Background: an optimization exercise with open tools, aiming at small area, a short achievable clock period and few clock cycles. Do not read the settings as production practice.
The RTL was checked by simulation tests, not by an equivalence proof against the original design.
Power is estimated from default activity; no workload was simulated.

### flow/design.v
package conv_dp_pkg;
    localparam int img_w  = 8;
    localparam int img_h  = 8;
    localparam int k_size = 3;
    localparam int n_taps = k_size * k_size;
    localparam int col_w  = $clog2(img_w);
    localparam int row_w  = $clog2(img_h);
    localparam int pix_w   = 8;
    localparam int wt_w    = 2;
    localparam int scale_w = 8;
    localparam int sum_w   = 13;  
    localparam int res_w   = 21;
    localparam int n_pix = img_w * img_h;
    localparam int n_res = (img_w - k_size + 1) * (img_h - k_size + 1);
    localparam logic [wt_w-1:0] wt_pos = 2'b01;
    localparam logic [wt_w-1:0] wt_neg = 2'b11;
    typedef logic [$clog2(n_pix)-1:0] pix_addr_t;
    typedef logic [5:0]               res_addr_t;
    typedef struct packed {
        logic             valid;
        logic             win_ok;  
        logic [pix_w-1:0] data;
    } pix_t;
    typedef struct packed {
        logic                         valid;
        logic [n_taps-1:0][pix_w-1:0] taps;  
    } win_t;
    typedef struct packed {
        logic                    valid;
        logic signed [res_w-1:0] data;
    } res_t;
    typedef struct packed {
        logic             en;
        pix_addr_t        addr;
        logic [pix_w-1:0] data;
    } feat_wr_t;
endpackage
package conv_cfg_pkg;
    localparam int apb_aw = 12;
    localparam int apb_dw = 32;
    localparam logic [apb_aw-1:0] addr_ctrl    = 12'h000;  
    localparam logic [apb_aw-1:0] addr_status  = 12'h004;  
    localparam logic [apb_aw-1:0] addr_weights = 12'h008;
    localparam logic [apb_aw-1:0] addr_scale   = 12'h00C;
    localparam logic [apb_aw-1:0] feat_base = 12'h100;
    localparam logic [apb_aw-1:0] res_base  = 12'h200;
    localparam int wt_bits = 18;  
    typedef struct packed {
        logic [wt_bits-1:0]              weights;
        logic [7:0]         scale;  
    } conv_cfg_t;
endpackage
module conv_regs (
    input  logic        clk,
    input  logic        rst_n,
    input  logic [11:0] paddr,
    input  logic        psel,
    input  logic        penable,
    input  logic        pwrite,
    input  logic [31:0] pwdata,
    output logic [31:0] prdata,
    output logic        pready,
    output logic        pslverr,
    output logic        feat_we,
    output logic [5:0]  feat_addr,
    output logic [7:0]  feat_data,
    output logic [8:0]  pos,
    output logic [8:0]  neg,
    output logic [3:0]  nneg,
    output logic        step,
    output logic        first,
    output logic [7:0]  bsel,
    output logic [35:0] sel_oh,
    output logic [7:0]  ph,
    output logic        fin,        
    output logic [3:0]  nneg_snap,
    output logic [14:0] booth,
    output logic        rd_res,
    output logic [17:0] misc,
    input  logic [20:0] rdata,
    input  logic        rsign
);
    logic [7:0]  scale;
    logic [8:0]  wsgn;       
    logic [17:0] weights;    
    logic        busy;
    logic        done;
    logic        run_q;
    logic        first_q;
    logic [7:0]  boh;
    logic [5:0]  sel;        
    logic [5:0]  selm1;      
    logic [5:0]  t1, t2;     
    logic        v1, v2;     
    logic        inacc;      
    logic        gapf;       
    logic        rdy_q;
    logic        acc_q;
    logic        wr_q;
    logic        ctrl_q;
    logic        wts_q;
    logic        st_q;
    logic        scl_q;
    logic        feat_q;
    logic        err_q;
    logic [5:0]  idx_q;
    logic setup;
    logic a_ctrl, a_status, a_wts, a_scl, a_feat, a_res, mapped;
    logic finishing;
    logic [17:0] misc_d;
    assign setup    = psel && !penable;
    assign a_ctrl   = (paddr == 12'h000);
    assign a_status = (paddr == 12'h004);
    assign a_wts    = (paddr == 12'h008);
    assign a_scl    = (paddr == 12'h00C);
    assign a_feat   = (paddr[11:8] == 4'h1) && (paddr[1:0] == 2'b00);
    assign a_res    = (paddr[11:8] == 4'h2) && (paddr[1:0] == 2'b00) && (paddr[7:2] < 6'd36);
    assign mapped   = a_ctrl || a_status || a_wts || a_scl || a_feat || a_res;
    assign finishing = run_q && boh[0];
    assign fin       = finishing;
    for (genvar n = 0; n < 9; n++)
    begin : g_wr
        assign weights[2*n]   = pos[n] | neg[n];
        assign weights[2*n+1] = wsgn[n];
    end
    always_comb
    begin
        misc_d = '0;
        if (a_status)
            misc_d[1:0] = {done || finishing, busy && !finishing};
        else if (a_wts)
            misc_d = weights;
        else if (a_scl)
            misc_d[7:0] = scale;
    end
    always_ff @(posedge clk)
    begin
        wr_q      <= pwrite;
        ctrl_q    <= a_ctrl;
        wts_q     <= a_wts;
        st_q      <= a_status;
        scl_q     <= a_scl;
        feat_q    <= a_feat;
        err_q     <= !mapped || (a_res && pwrite);
        idx_q     <= paddr[7:2];
    end
    assign rd_res = a_res && !pwrite;
    assign misc   = misc_d;
    assign pready  = rdy_q;
    assign pslverr = err_q;
    assign prdata  = {{6{rsign}}, {5{rdata[20]}}, rdata};
    logic wcommit;
    logic start_now;
    assign wcommit   = acc_q && wr_q;
    assign start_now = setup && a_ctrl && pwrite && pwdata[0] && !(busy && !finishing);
    assign feat_we   = wcommit && feat_q && !busy;
    assign feat_addr = idx_q;
    assign feat_data = pwdata[7:0];    
    assign step   = run_q;
    assign first  = first_q;
    assign bsel   = boh;
    always_ff @(posedge clk)
        nneg <= 4'(neg[0]) + 4'(neg[1]) + 4'(neg[2]) + 4'(neg[3]) + 4'(neg[4])
              + 4'(neg[5]) + 4'(neg[6]) + 4'(neg[7]) + 4'(neg[8]);
    logic [10:0] sx;
    logic [14:0] booth_d;
    assign sx = {2'b00, scale, 1'b0};
    always_comb
    begin
        for (int i = 0; i < 3; i++)
        begin
            case (sx[3*i +: 4])
                4'b0001, 4'b0010: booth_d[5*i +: 5] = 5'b00001;
                4'b0011, 4'b0100: booth_d[5*i +: 5] = 5'b00010;
                4'b0101, 4'b0110: booth_d[5*i +: 5] = 5'b00100;
                4'b0111:          booth_d[5*i +: 5] = 5'b01000;
                4'b1000:          booth_d[5*i +: 5] = 5'b11000;
                4'b1001, 4'b1010: booth_d[5*i +: 5] = 5'b10100;
                4'b1011, 4'b1100: booth_d[5*i +: 5] = 5'b10010;
                4'b1101, 4'b1110: booth_d[5*i +: 5] = 5'b10001;
                default:          booth_d[5*i +: 5] = 5'b00000;
            endcase
        end
    end
    always_ff @(posedge clk)
    begin
        if (first_q)
        begin
            nneg_snap <= nneg;
            booth     <= booth_d;
        end
    end
    logic       res_rd;
    logic [5:0] ri;
    logic       ready_now;
    logic       inflight;
    logic       cmpl;
    assign res_rd    = setup && a_res && !pwrite;
    assign ri        = paddr[7:2];
    assign ready_now = v2 && (t2 == ri);
    assign inflight  = (v1 && (t1 == idx_q)) || (v2 && (t2 == idx_q)) || (sel == idx_q);
    assign cmpl      = inacc && rdy_q;
    always_ff @(posedge clk or negedge rst_n)
    begin
        if (!rst_n)
        begin
            wsgn    <= '0;
            pos     <= '0;
            neg     <= '0;
            scale   <= '0;
            busy    <= 1'b0;
            done    <= 1'b0;
            run_q   <= 1'b0;
            first_q <= 1'b0;
            boh     <= 8'b1;
        end
        else
        begin
            if (wcommit && wts_q)
            begin
                for (int n = 0; n < 9; n++)
                begin
                    wsgn[n] <= pwdata[2*n+1];
                    pos[n]  <= pwdata[2*n] && !pwdata[2*n+1];
                    neg[n]  <= pwdata[2*n] && pwdata[2*n+1];
                end
            end
            if (wcommit && scl_q)
                scale <= pwdata[7:0];
            first_q <= start_now;
            if (start_now)
            begin
                busy   <= 1'b1;
                done   <= 1'b0;
                run_q  <= 1'b1;
                boh    <= 8'b10;
            end
            else if (run_q)
            begin
                if (!finishing)
                    boh <= {boh[6:0], boh[7]};
                if (finishing)
                begin
                    run_q <= 1'b0;
                    busy  <= 1'b0;
                    done  <= 1'b1;
                end
            end
        end
    end
    always_ff @(posedge clk)
    begin
        ph <= run_q ? 8'b1 : {ph[6:0], ph[7]};
        acc_q <= setup;
        t1 <= finishing ? 6'd0 : sel;    
        v1 <= !busy || finishing;    
        t2 <= t1;
        v2 <= v1;
        if (first_q)
        begin
            sel    <= '0;
            selm1  <= '1;
            sel_oh <= 36'b1;
            gapf   <= 1'b1;
        end
        else if (acc_q && st_q && !wr_q && done && gapf)
        begin
            sel    <= sel + 6'd1;
            selm1  <= sel;
            sel_oh <= sel_oh << 1;
            gapf   <= 1'b0;
        end
        else if (inacc && !rdy_q && !inflight)
        begin
            sel    <= idx_q;
            selm1  <= idx_q - 6'd1;
            sel_oh <= 36'b1 << idx_q;
            gapf   <= 1'b0;
        end
        else if (cmpl && selm1 == idx_q)
        begin
            sel    <= sel + 6'd1;
            selm1  <= sel;
            sel_oh <= sel_oh << 1;
        end
        if (setup)
            inacc <= res_rd;
        else if (cmpl)
            inacc <= 1'b0;
        if (setup)
            rdy_q <= !(res_rd && !ready_now);
        else if (inacc && !rdy_q)
            rdy_q <= v2 && (t2 == idx_q);
        else
            rdy_q <= 1'b1;
    end
endmodule
module feature_scan (
    input  logic        clk,
    input  logic        we,
    input  logic [5:0]  waddr,
    input  logic [7:0]  wdata,
    input  logic [7:0]  bsel,
    output logic [63:0] pbits
);
    logic [7:0] mem [64];
    for (genvar p = 0; p < 64; p++)
    begin : g_pix
        always_ff @(posedge clk)
        begin
            if (we && (waddr == 6'(p)))
                mem[p] <= wdata;
        end
        assign pbits[p] = |(mem[p] & bsel);
    end
endmodule
module window_buffer (
    input  logic             clk,
    input  logic [36*12-1:0] sums,
    input  logic [35:0]      sel_oh,     
    input  logic [7:0]       ph,         
    input  logic             fin,        
    input  logic [11:0]      sum0_next,  
    input  logic [3:0]       nneg_snap,
    input  logic [14:0]      booth,      
    input  logic             rd_res,     
    input  logic [17:0]      misc,       
    output logic [20:0]      rdata,
    output logic             rsign       
);
    logic [11:0]        sel;
    logic signed [12:0] v;
    always_comb
    begin
        sel = '0;
        for (int k = 0; k < 36; k++)
            sel = sel | (sums[k*12 +: 12] & {12{sel_oh[k]}});
    end
    logic [7:0] low;
    always_comb
    begin
        low = '0;
        for (int m = 0; m < 8; m++)
            low = low | ({8{ph[m]}} & ((sel[7:0] << m) | (sel[7:0] >> (8 - m))));
    end
    assign v = {5'({1'b0, sel[11:8]} - {1'b0, nneg_snap}), low};
    logic signed [12:0] q1;
    logic signed [12:0] vfin;
    assign vfin = {5'({1'b0, sum0_next[11:8]} - {1'b0, nneg_snap}), sum0_next[7:0]};
    always_ff @(posedge clk)
        q1 <= fin ? vfin : v;
    logic [14:0] v1, v2;
    assign v1 = {{2{q1[12]}}, q1};
    assign v2 = {q1[12], q1, 1'b0};
    logic [14:0] t3g0, t3p0, v3;
    assign t3g0 = v1 & v2;
    assign t3p0 = v1 ^ v2;
    logic [14:0] t3g1, t3p1;
    for (genvar b = 0; b < 15; b++)
    begin : g_t30
        if (b >= 1)
        begin : g_op
            assign t3g1[b] = t3g0[b] | (t3p0[b] & t3g0[b-1]);
            assign t3p1[b] = t3p0[b] & t3p0[b-1];
        end
        else
        begin : g_pass
            assign t3g1[b] = t3g0[b];
            assign t3p1[b] = t3p0[b];
        end
    end
    logic [14:0] t3g2, t3p2;
    for (genvar b = 0; b < 15; b++)
    begin : g_t31
        if (b >= 2)
        begin : g_op
            assign t3g2[b] = t3g1[b] | (t3p1[b] & t3g1[b-2]);
            assign t3p2[b] = t3p1[b] & t3p1[b-2];
        end
        else
        begin : g_pass
            assign t3g2[b] = t3g1[b];
            assign t3p2[b] = t3p1[b];
        end
    end
    logic [14:0] t3g3, t3p3;
    for (genvar b = 0; b < 15; b++)
    begin : g_t32
        if (b >= 4)
        begin : g_op
            assign t3g3[b] = t3g2[b] | (t3p2[b] & t3g2[b-4]);
            assign t3p3[b] = t3p2[b] & t3p2[b-4];
        end
        else
        begin : g_pass
            assign t3g3[b] = t3g2[b];
            assign t3p3[b] = t3p2[b];
        end
    end
    logic [14:0] t3g4, t3p4;
    for (genvar b = 0; b < 15; b++)
    begin : g_t33
        if (b >= 8)
        begin : g_op
            assign t3g4[b] = t3g3[b] | (t3p3[b] & t3g3[b-8]);
            assign t3p4[b] = t3p3[b] & t3p3[b-8];
        end
        else
        begin : g_pass
            assign t3g4[b] = t3g3[b];
            assign t3p4[b] = t3p3[b];
        end
    end
    assign v3 = t3p0 ^ {t3g4[13:0], 1'b0};
    logic [14:0] m1, m2, m3, m4;
    assign m1 = v1;
    assign m2 = v2;
    assign m3 = v3;
    assign m4 = {q1, 2'b0};
    logic [14:0] pp0;
    logic [14:0] pp1;
    logic [14:0] pp2;
    logic        p1s;      
    always_ff @(posedge clk)
    begin
        p1s <= q1[12];
        pp0 <= (({15{booth[0]}} & m1) | ({15{booth[1]}} & m2)
               | ({15{booth[2]}} & m3) | ({15{booth[3]}} & m4)) ^ {15{booth[4]}};
        pp1 <= (({15{booth[5]}} & m1) | ({15{booth[6]}} & m2)
               | ({15{booth[7]}} & m3) | ({15{booth[8]}} & m4)) ^ {15{booth[9]}};
        pp2 <= (({15{booth[10]}} & m1) | ({15{booth[11]}} & m2)
               | ({15{booth[12]}} & m3) | ({15{booth[13]}} & m4)) ^ {15{booth[14]}};
    end
    logic s1;
    logic c2;
    logic s3;
    logic c4;
    logic s5;
    logic c6;
    logic s7;
    logic c8;
    logic s9;
    logic c10;
    logic s11;
    logic c12;
    logic s13;
    logic c14;
    logic s15;
    logic c16;
    logic s17;
    logic c18;
    logic s19;
    logic c20;
    logic s21;
    logic c22;
    logic s23;
    logic c24;
    logic s25;
    logic c26;
    logic s27;
    logic c28;
    logic s29;
    logic c30;
    assign s1 = booth[9] ^ pp0[3];
    assign c2 = booth[9] & pp0[3];
    assign s3 = pp0[4] ^ pp1[1];
    assign c4 = pp0[4] & pp1[1];
    assign s5 = pp0[5] ^ pp1[2];
    assign c6 = pp0[5] & pp1[2];
    assign s7 = pp0[6] ^ pp1[3] ^ pp2[0];
    assign c8 = (pp0[6] & pp1[3]) | (pp0[6] & pp2[0]) | (pp1[3] & pp2[0]);
    assign s9 = pp0[7] ^ pp1[4] ^ pp2[1];
    assign c10 = (pp0[7] & pp1[4]) | (pp0[7] & pp2[1]) | (pp1[4] & pp2[1]);
    assign s11 = pp0[8] ^ pp1[5] ^ pp2[2];
    assign c12 = (pp0[8] & pp1[5]) | (pp0[8] & pp2[2]) | (pp1[5] & pp2[2]);
    assign s13 = pp0[9] ^ pp1[6] ^ pp2[3];
    assign c14 = (pp0[9] & pp1[6]) | (pp0[9] & pp2[3]) | (pp1[6] & pp2[3]);
    assign s15 = pp0[10] ^ pp1[7] ^ pp2[4];
    assign c16 = (pp0[10] & pp1[7]) | (pp0[10] & pp2[4]) | (pp1[7] & pp2[4]);
    assign s17 = pp0[11] ^ pp1[8] ^ pp2[5];
    assign c18 = (pp0[11] & pp1[8]) | (pp0[11] & pp2[5]) | (pp1[8] & pp2[5]);
    assign s19 = pp0[12] ^ pp1[9] ^ pp2[6];
    assign c20 = (pp0[12] & pp1[9]) | (pp0[12] & pp2[6]) | (pp1[9] & pp2[6]);
    assign s21 = pp0[13] ^ pp1[10] ^ pp2[7];
    assign c22 = (pp0[13] & pp1[10]) | (pp0[13] & pp2[7]) | (pp1[10] & pp2[7]);
    assign s23 = ~(~pp0[14]) ^ pp1[11] ^ pp2[8];
    assign c24 = (~(~pp0[14]) & pp1[11]) | (~(~pp0[14]) & pp2[8]) | (pp1[11] & pp2[8]);
    assign s25 = ~(pp1[12]) ^ pp2[9] ^ ~pp0[14];
    assign c26 = (~(pp1[12]) & pp2[9]) | (~(pp1[12]) & ~pp0[14]) | (pp2[9] & ~pp0[14]);
    assign s27 = ~(pp1[13]) ^ pp2[10] ^ pp1[12];
    assign c28 = (~(pp1[13]) & pp2[10]) | (~(pp1[13]) & pp1[12]) | (pp2[10] & pp1[12]);
    assign s29 = ~pp1[14] ^ pp2[11] ^ pp1[13];
    assign c30 = (~pp1[14] & pp2[11]) | (~pp1[14] & pp1[13]) | (pp2[11] & pp1[13]);
    logic [20:0] ra, rb;
    assign ra = {~pp2[14], ~(pp2[13]), ~(pp2[12]), s29, s27, s25, s23, s21, s19, s17, s15, s13, s11, s9, s7, s5, s3, pp1[0], pp0[2], pp0[1], booth[4]};
    assign rb = {pp2[13], pp2[12], c30, c28, c26, c24, c22, c20, c18, c16, c14, c12, c10, c8, c6, c4, c2, s1, 1'b0, 1'b0, pp0[0]};
    logic [20:0] kg0, kp0;
    assign kg0 = ra & rb;
    assign kp0 = ra ^ rb;
    logic [20:0] kg1, kp1;
    for (genvar b = 0; b < 21; b++)
    begin : g_ks0
        if (b >= 1)
        begin : g_op
            assign kg1[b] = kg0[b] | (kp0[b] & kg0[b-1]);
            assign kp1[b] = kp0[b] & kp0[b-1];
        end
        else
        begin : g_pass
            assign kg1[b] = kg0[b];
            assign kp1[b] = kp0[b];
        end
    end
    logic [20:0] kg2, kp2;
    for (genvar b = 0; b < 21; b++)
    begin : g_ks1
        if (b >= 2)
        begin : g_op
            assign kg2[b] = kg1[b] | (kp1[b] & kg1[b-2]);
            assign kp2[b] = kp1[b] & kp1[b-2];
        end
        else
        begin : g_pass
            assign kg2[b] = kg1[b];
            assign kp2[b] = kp1[b];
        end
    end
    logic [20:0] kg3, kp3;
    for (genvar b = 0; b < 21; b++)
    begin : g_ks2
        if (b >= 4)
        begin : g_op
            assign kg3[b] = kg2[b] | (kp2[b] & kg2[b-4]);
            assign kp3[b] = kp2[b] & kp2[b-4];
        end
        else
        begin : g_pass
            assign kg3[b] = kg2[b];
            assign kp3[b] = kp2[b];
        end
    end
    logic [20:0] kg4, kp4;
    for (genvar b = 0; b < 21; b++)
    begin : g_ks3
        if (b >= 8)
        begin : g_op
            assign kg4[b] = kg3[b] | (kp3[b] & kg3[b-8]);
            assign kp4[b] = kp3[b] & kp3[b-8];
        end
        else
        begin : g_pass
            assign kg4[b] = kg3[b];
            assign kp4[b] = kp3[b];
        end
    end
    logic [20:0] kg5, kp5;
    for (genvar b = 0; b < 21; b++)
    begin : g_ks4
        if (b >= 16)
        begin : g_op
            assign kg5[b] = kg4[b] | (kp4[b] & kg4[b-16]);
            assign kp5[b] = kp4[b] & kp4[b-16];
        end
        else
        begin : g_pass
            assign kg5[b] = kg4[b];
            assign kp5[b] = kp4[b];
        end
    end
    logic [20:0] prod;
    assign prod = kp0 ^ {kg5[19:0], 1'b0};
    always_ff @(posedge clk)
    begin
        rdata <= rd_res ? prod : {3'b0, misc};
        rsign <= rd_res & p1s & (|{booth[13:10], booth[8:5], booth[3:0]});
    end
endmodule
module ternary_mac (
    input  logic             clk,
    input  logic [63:0]      pbits,
    input  logic [8:0]       pos,     
    input  logic [8:0]       neg,     
    input  logic [3:0]       nneg,
    input  logic             step,
    input  logic             first,
    output logic [36*12-1:0] sums,    
    output logic [11:0]      sum0_next   
);
    for (genvar r = 0; r < 6; r++)
    begin : g_r
        for (genvar c = 0; c < 6; c++)
        begin : g_c
            logic [8:0] g;
            logic [3:0] pc;
            logic [3:0] pc_q;
            logic [3:0] cin;
            logic [4:0] t;
            logic [7:0] low;
            logic [3:0] cy;
            for (genvar i = 0; i < 3; i++)
            begin : g_i
                for (genvar j = 0; j < 3; j++)
                begin : g_j
                    assign g[3*i+j] = pbits[(r+i)*8 + c + j] ? pos[3*i+j] : neg[3*i+j];
                end
            end
            logic sa, ca, sb, cb, sc, cc, cd, se, ce, cf;
            assign sa = g[0] ^ g[1] ^ g[2];
            assign ca = (g[0] & g[1]) | (g[0] & g[2]) | (g[1] & g[2]);
            assign sb = g[3] ^ g[4] ^ g[5];
            assign cb = (g[3] & g[4]) | (g[3] & g[5]) | (g[4] & g[5]);
            assign sc = g[6] ^ g[7] ^ g[8];
            assign cc = (g[6] & g[7]) | (g[6] & g[8]) | (g[7] & g[8]);
            assign pc[0] = sa ^ sb ^ sc;
            assign cd    = (sa & sb) | (sa & sc) | (sb & sc);
            assign se    = ca ^ cb ^ cc;
            assign ce    = (ca & cb) | (ca & cc) | (cb & cc);
            assign pc[1] = se ^ cd;
            assign cf    = se & cd;
            assign pc[2] = ce ^ cf;
            assign pc[3] = ce & cf;
            assign cin = first ? nneg : cy;
            logic k1, k2, k3;
            assign t[0] = pc_q[0] ^ cin[0];
            assign k1   = pc_q[0] & cin[0];
            assign t[1] = pc_q[1] ^ cin[1] ^ k1;
            assign k2   = (pc_q[1] & cin[1]) | (pc_q[1] & k1) | (cin[1] & k1);
            assign t[2] = pc_q[2] ^ cin[2] ^ k2;
            assign k3   = (pc_q[2] & cin[2]) | (pc_q[2] & k2) | (cin[2] & k2);
            assign t[3] = pc_q[3] ^ cin[3] ^ k3;
            assign t[4] = (pc_q[3] & cin[3]) | (pc_q[3] & k3) | (cin[3] & k3);
            always_ff @(posedge clk)
            begin
                pc_q <= pc;
                low  <= {step ? t[0] : low[0], low[7:1]};
                if (step)
                    cy <= t[4:1];
            end
            assign sums[(6*r+c)*12 +: 12] = {cy, low};
            if (r == 0 && c == 0)
            begin : g_next
                logic [4:0] tl;
                logic l1, l2, l3;
                assign tl[0] = pc_q[0] ^ cy[0];
                assign l1    = pc_q[0] & cy[0];
                assign tl[1] = pc_q[1] ^ cy[1] ^ l1;
                assign l2    = (pc_q[1] & cy[1]) | (pc_q[1] & l1) | (cy[1] & l1);
                assign tl[2] = pc_q[2] ^ cy[2] ^ l2;
                assign l3    = (pc_q[2] & cy[2]) | (pc_q[2] & l2) | (cy[2] & l2);
                assign tl[3] = pc_q[3] ^ cy[3] ^ l3;
                assign tl[4] = (pc_q[3] & cy[3]) | (pc_q[3] & l3) | (cy[3] & l3);
                assign sum0_next = {tl[4:1], tl[0], low[7:1]};
            end
        end
    end
endmodule
module conv_top (
    input  logic        clk,
    input  logic        rst_n,
    input  logic [11:0] paddr,
    input  logic        psel,
    input  logic        penable,
    input  logic        pwrite,
    input  logic [31:0] pwdata,
    output logic [31:0] prdata,
    output logic        pready,
    output logic        pslverr
);
    logic        feat_we;
    logic [5:0]  feat_addr;
    logic [7:0]  feat_data;
    logic [8:0]  pos;
    logic [8:0]  neg;
    logic [3:0]  nneg;
    logic        step;
    logic        first;
    logic [7:0]  bsel;
    logic [35:0] sel_oh;
    logic [7:0]  ph;
    logic [3:0]  nneg_snap;
    logic [14:0] booth;
    logic        rd_res;
    logic [17:0] misc;
    logic [20:0] rdata;
    logic        rsign;
    logic [63:0] pbits;
    logic [36*12-1:0] sums;
    logic [11:0] sum0_next;
    logic        fin;
    conv_regs u_regs (
        .clk        (clk),
        .rst_n      (rst_n),
        .paddr      (paddr),
        .psel       (psel),
        .penable    (penable),
        .pwrite     (pwrite),
        .pwdata     (pwdata),
        .prdata     (prdata),
        .pready     (pready),
        .pslverr    (pslverr),
        .feat_we    (feat_we),
        .feat_addr  (feat_addr),
        .feat_data  (feat_data),
        .pos        (pos),
        .neg        (neg),
        .nneg       (nneg),
        .step       (step),
        .first      (first),
        .bsel       (bsel),
        .sel_oh     (sel_oh),
        .ph         (ph),
        .fin        (fin),
        .nneg_snap  (nneg_snap),
        .booth      (booth),
        .rd_res     (rd_res),
        .misc       (misc),
        .rdata      (rdata),
        .rsign      (rsign)
    );
    feature_scan u_scan (
        .clk    (clk),
        .we     (feat_we),
        .waddr  (feat_addr),
        .wdata  (feat_data),
        .bsel   (bsel),
        .pbits  (pbits)
    );
    ternary_mac u_mac (
        .clk     (clk),
        .pbits   (pbits),
        .pos     (pos),
        .neg     (neg),
        .nneg    (nneg),
        .step    (step),
        .first   (first),
        .sums      (sums),
        .sum0_next (sum0_next)
    );
    window_buffer u_rd (
        .clk        (clk),
        .sums       (sums),
        .sel_oh     (sel_oh),
        .ph         (ph),
        .fin        (fin),
        .sum0_next  (sum0_next),
        .nneg_snap  (nneg_snap),
        .booth      (booth),
        .rd_res     (rd_res),
        .misc       (misc),
        .rdata      (rdata),
        .rsign      (rsign)
    );
endmodule
### flow/flow/run.sh
#!/bin/bash
set -euo pipefail
SETUP_MARGIN=8.85
bash standard.sh SETUP_SLACK_MARGIN=$SETUP_MARGIN MATCH_CELL_FOOTPRINT=0 \
    "BUFFER_PORTS_ARGS=-buffer_cell sky130_fd_sc_hd__buf_4" finish > orfs_make.log 2>&1
### flow/standard.sh
#!/bin/bash
# synth_recipe.tcl (not shown) runs the flow's synth.tcl, then flattens the netlist and writes it again
# the make line also repeats each setting of config.mk as NAME=value (left out here)
make -C /OpenROAD-flow-scripts/flow DESIGN_CONFIG=/design/flow/config.mk WORK_HOME=/design/flow/orfs CLKGATE_MAP_FILE= SYNTH_SCRIPT=/design/flow/synth_recipe.tcl "${@:-finish}"
### flow/config.mk
export PLATFORM = sky130hd
export DESIGN_NAME = conv_top
export DESIGN_NICKNAME = conv_top
export VERILOG_FILES = /design/flow/design.v
export SDC_FILE = /design/flow/constraint.sdc
export NUM_CORES = 4
export LEC_CHECK = 0
export CAP_MARGIN = 20
export CORE_MARGIN = 2
export CORE_UTILIZATION = 70
export CTS_CLUSTER_DIAMETER = 70
export CTS_CLUSTER_SIZE = 25
export SLEW_MARGIN = 20
### flow/constraint.sdc
create_clock -name core_clock -period 12.5 [get_ports {clk}]
set_input_delay 2.5000 -clock core_clock [delete_from_list [all_inputs] [get_ports {clk}]]
set_output_delay 2.5000 -clock core_clock [all_outputs]
set_load 0.01 [all_outputs]
==> summary.txt <==
[power breakdown]
| part | switching [W] | internal, W | leakage (nW) |
|---|---|---|---|
| logic | 0.000302 | 0.000176 | 13.5 |
| clock network | 0.00143 | 0.00109 | 1.02 |
| registers | 0.000165 | 0.00459 | 11.5 |
| total | 0.00190 | 0.00586 | 26.0 |
[critical path, delay by kind of cell]
kind | cells | cell delay [ns]
buffers and inverters | 4 | 0.55
and+or+nand+nor | 6 | 1.27
[repair_timing]
item	in CTS	in global routing
pin swaps	34	4
endpoints found under the hold margin	0	0
endpoints found under the setup margin	224	68
setup buffers	55	14
resized for setup	55	39
cloned	2	0
[area by class of cell]
type / count / area, um2 / share of cell area [%]
clock buffers: 85 / 1810 / 2.85
multi-input cells: 2698 / 22500 / 35.4
diodes: 2 / 5.00 / 0.00789
flip-flops and latches: 1324 / 33500 / 52.9
inverters: 491 / 1850 / 2.91
well taps: 1080 / 1350 / 2.13
repair buffers: 199 / 2110 / 3.32
clock inverters: 23 / 313 / 0.493
[flip-flops by register name (all words and copies together), names as in the netlist, 8 cells and up]
register            cells
u_rd.pp2               15
u_regs.sel_oh          36
u_regs.scale            8
u_regs.boh              8
u_mac.g_r.g_c.cy      144
u_rd.rdata             21
u_regs.neg              9
u_regs.wsgn             9
u_mac.g_r.g_c.pc_q    144
u_regs.pos              9
u_rd.pp1               15
u_rd.pp0               15
u_regs.booth           14
u_scan.mem            512
u_regs.ph               8
u_rd.q1                13
u_mac.g_r.g_c.low     288
[worst max-delay path by stage]
| stage | depth (start not counted) | to | slack [ns] | start |
|---|---|---|---|---|
| final | 10 | u_regs.run_q$_DFF_PN0_ | 8.74 | paddr[1] |
| after global routing | 10 | u_regs.run_q$_DFF_PN0_ | 8.70 | paddr[1] |
| after CTS | 1 | prdata[23] | 8.79 | u_rd.rdata[20]$_SDFF_PN0_ |
| after detailed placement | 8 | u_rd.rdata[16]$_DFF_P_ | 7.54 | paddr[10] |
| after global placement | 7 | u_regs.run_q$_DFF_PN0_ | 7.55 | paddr[10] |
| after floorplan | 8 | u_rd.rdata[16]$_DFF_P_ | 8.40 | paddr[10] |
[layer usage]
layer / up-vias / GRT usage (%) / wire, um
met5: - / 0 / 35
met4: 6 / 21.6 / 11300
met3: 572 / 9.21 / 20000
met2: 2612 / 59.0 / 75000
met1: 19232 / 53.9 / 62600
li1: 17058 / - / -
[cells by family after synthesis]
logic type / after synthesis / synth area share [%]
simple gates: 824 / 6.48
mux: 167 / 2.95
compound gates: 1139 / 13.1
xor+xnor: 94 / 1.41
flops: 1324 / 56.7
buf+inv: 815 / 5.38
fa+ha+maj: 473 / 14.0
[stage by stage]
step / util [%] / cell area [um2] / power (W) / hold slack [ns] / instances
global route: 75.9 / 63400 / 0.00795 / 0.354 / 5900
detailed placement: 71.9 / 60100 / 0.00531 / 0.337 / 5721
global placement: 71.9 / 60100 / 0.00530 / 0.333 / 5720
floorplan: - / 59100 / 0.00505 / 0.330 / 4836
finish: 75.9 / 63500 / 0.00776 / 0.340 / 5902
CTS: 75.6 / 63200 / 0.00775 / 0.350 / 5886
[layout by cell type, fill, tap and decap left out, types with 12 or more instances in the layout]
cell and count:
nor2_1 353, nand4_1 106, o21ai_1 14, clkbuf_1 14, dfrtp_1 37, a21oi_1 291
xor2_1 42, o21ai_0 155, a221oi_1 42, nor4_1 14, or3_1 42, a222oi_1 37
buf_6 29, mux2_2 55, a21o_1 14, buf_12 35, a22oi_1 404, inv_1 483
edfxtp_1 675, nor3_1 17, and2_1 12, and3_1 12, clkbuf_16 70, buf_4 129
fa_1 310, a31oi_1 13, a22o_1 50, a311oi_1 38, xnor2_1 51, mux2i_1 112
ha_1 163, nand2b_1 16, nand2_1 167, nor2b_1 19, dfxtp_1 593, nand3_1 37
==> results_dict.tcl <==
set metrics [dict create \
    cp_cell_sequence "buf_6 -> or4_4 -> nor2_4 -> nor4b_4 -> buf_4 -> and2_4 -> nor3b_4 -> buf_4 -> buf_12 -> nand2b_1" \
    cp.arrival_ns 4.34 \
    post-route-min-period_ns 3.76 \
    synth_cells 4836 \
    synthToLayoutAreaGrowth_pct 7.42 \
    port_buffers 68 \
    rr_startpoint "u_regs.boh[0]$_DFFE_PN1P_" \
    ys_types 78 \
    drv_cap 0 \
    fin_ws_ns 8.74 \
    netlist.top_cell.by_area "edfxtp_1" \
    skew_ns 0.0389 \
    worstSetupEndpointType "flop" \
    critPathMostFrequentCell "buf_4" \
    firstDrtPassIters 10 \
    drt-total-wl_um 169000 \
    fmax_mhz 266 \
    grt_pass1_wl_um 250000 \
    total_leakage_power_nw 26.0 \
    synth_area_um2 59100 \
    final_nets 5304 \
    ys_warn_count 5 \
    initial_core_util_pct 70.7 \
    vias 39480 \
    dieArea_um2 86700 \
    synth_common_cells "edfxtp_1, dfxtp_1, inv_1, a22oi_1, nor2_1" \
    power_density_nw_per_um2 122 \
    cp_max_fo 6 \
    finalMaxSlewViolations 0 \
    antenna_left 0 \
    fillCellCount 5385 \
    final_layout_size_suffix_gt1_share_pct 8.61 \
    whs_endpoint "u_mac.g_r[0].g_c[5].low[0]$_DFF_P_" \
    hold_class "flop to flop" \
    synthTopCellsByArea "edfxtp_1, dfxtp_1, fa_1, a22oi_1, ha_1" \
    grt_pass1_vias 38031 \
    clockBufferDepth 3 \
    drtIter0Drc 5313 \
    clk_latency_ns 0.67 \
    r2r_end "u_mac.g_r[5].g_c[5].pc_q[2]$_DFF_P_" \
    rows 106 \
    clkSlewWorstSetupHoldPaths_ns 0.09 \
    cts_tree "yes" \
    coreArea_um2 83600 \
    routedWlPerCell_um 28.6 \
    grtUsageTotal_pct 39.4 \
    synthArstFlopShare_pct 3.55 \
    period_share_pct 30.1 \
    synthMostInstantiatedCell "edfxtp_1" \
    avgSynthCellArea_um2 12.2 \
    die_w_um 294 \
    worst_pin_slew_ns 1.15 \
    syn_nets 5358 \
    antenna_found_initial 7 \
    relSlewSlack_pct 23.0 \
    hold_buffers 0 \
    setup_violations 0 \
    synth-seq-area-share_pct 56.7 \
    worstSetupPathType "primary input to flop" \
    r2r_setup_slack_ns 8.90 \
    holdPathStages 0 \
    clock-sinks 1324 \
    dp_hpwl_um 110000 \
    die_h_um 294 \
    worstRegToRegCells 10 \
    htreeDepth 3 \
    ys_seq_elements 1324 \
    overflow 0 \
    synthFlopType "edfxtp_1" \
    place_ws_ns 7.54 \
    outcome "no timing/DRC/antenna violations" \
    synth_top_area_share_pct 34.3 \
    startpoint_type "primary input" \
    grt_max_degree 93 \
    via_per_inst 6.69 \
    synth-edff-count 675 \
    rsz0062_at_grt "yes" \
    place_congestion 0.995 \
    vdd_drop_max_v 0.000177 \
    setup_tns_ns 0 \
    slowest_stage "or4_4" \
    cts-buffers-inserted 68 \
    required_ns 13.08 \
    root_buffer "clkbuf_16" \
    drc 0 \
    io_pins 83 \
    hp-start "u_mac.g_r[0].g_c[5].low[1]$_DFF_P_" \
    cpPeakStageDelay_ns 0.54 \
    hold_violations 0 \
]
Testbench counts, summed over its fixed seeds: cycles 10,272.

-- static timing again, ports no longer ideal --
The flow's constraints put no driver on any port. The routed layout listed below was extracted and timed again, unchanged, in two steps.
Step 1, drivers: a clkbuf_16 drives clk and a buf_2 each remaining input, both assumed.
Step 2 also shifts input and output timing later by t, the mid clock arrival at the registers, as if the neighbouring blocks saw the same clock.
Slacks: ideal / step 1 / step 2; pairs: ideal / step 1.
t (ns): 0.725
setup slack, ns: 8.743 / 8.750 / 8.055
hold slack, ns: 0.340 / 0.340 / 0.340
slew at the worst register clock pin (ns): 0.10 / 0.10
cell pins on the clock port's net: 1
After both steps this run still meets setup and hold. For this run, drivers alone change the setup slack by +0.007 ns; drivers and shift together by -0.688 ns.
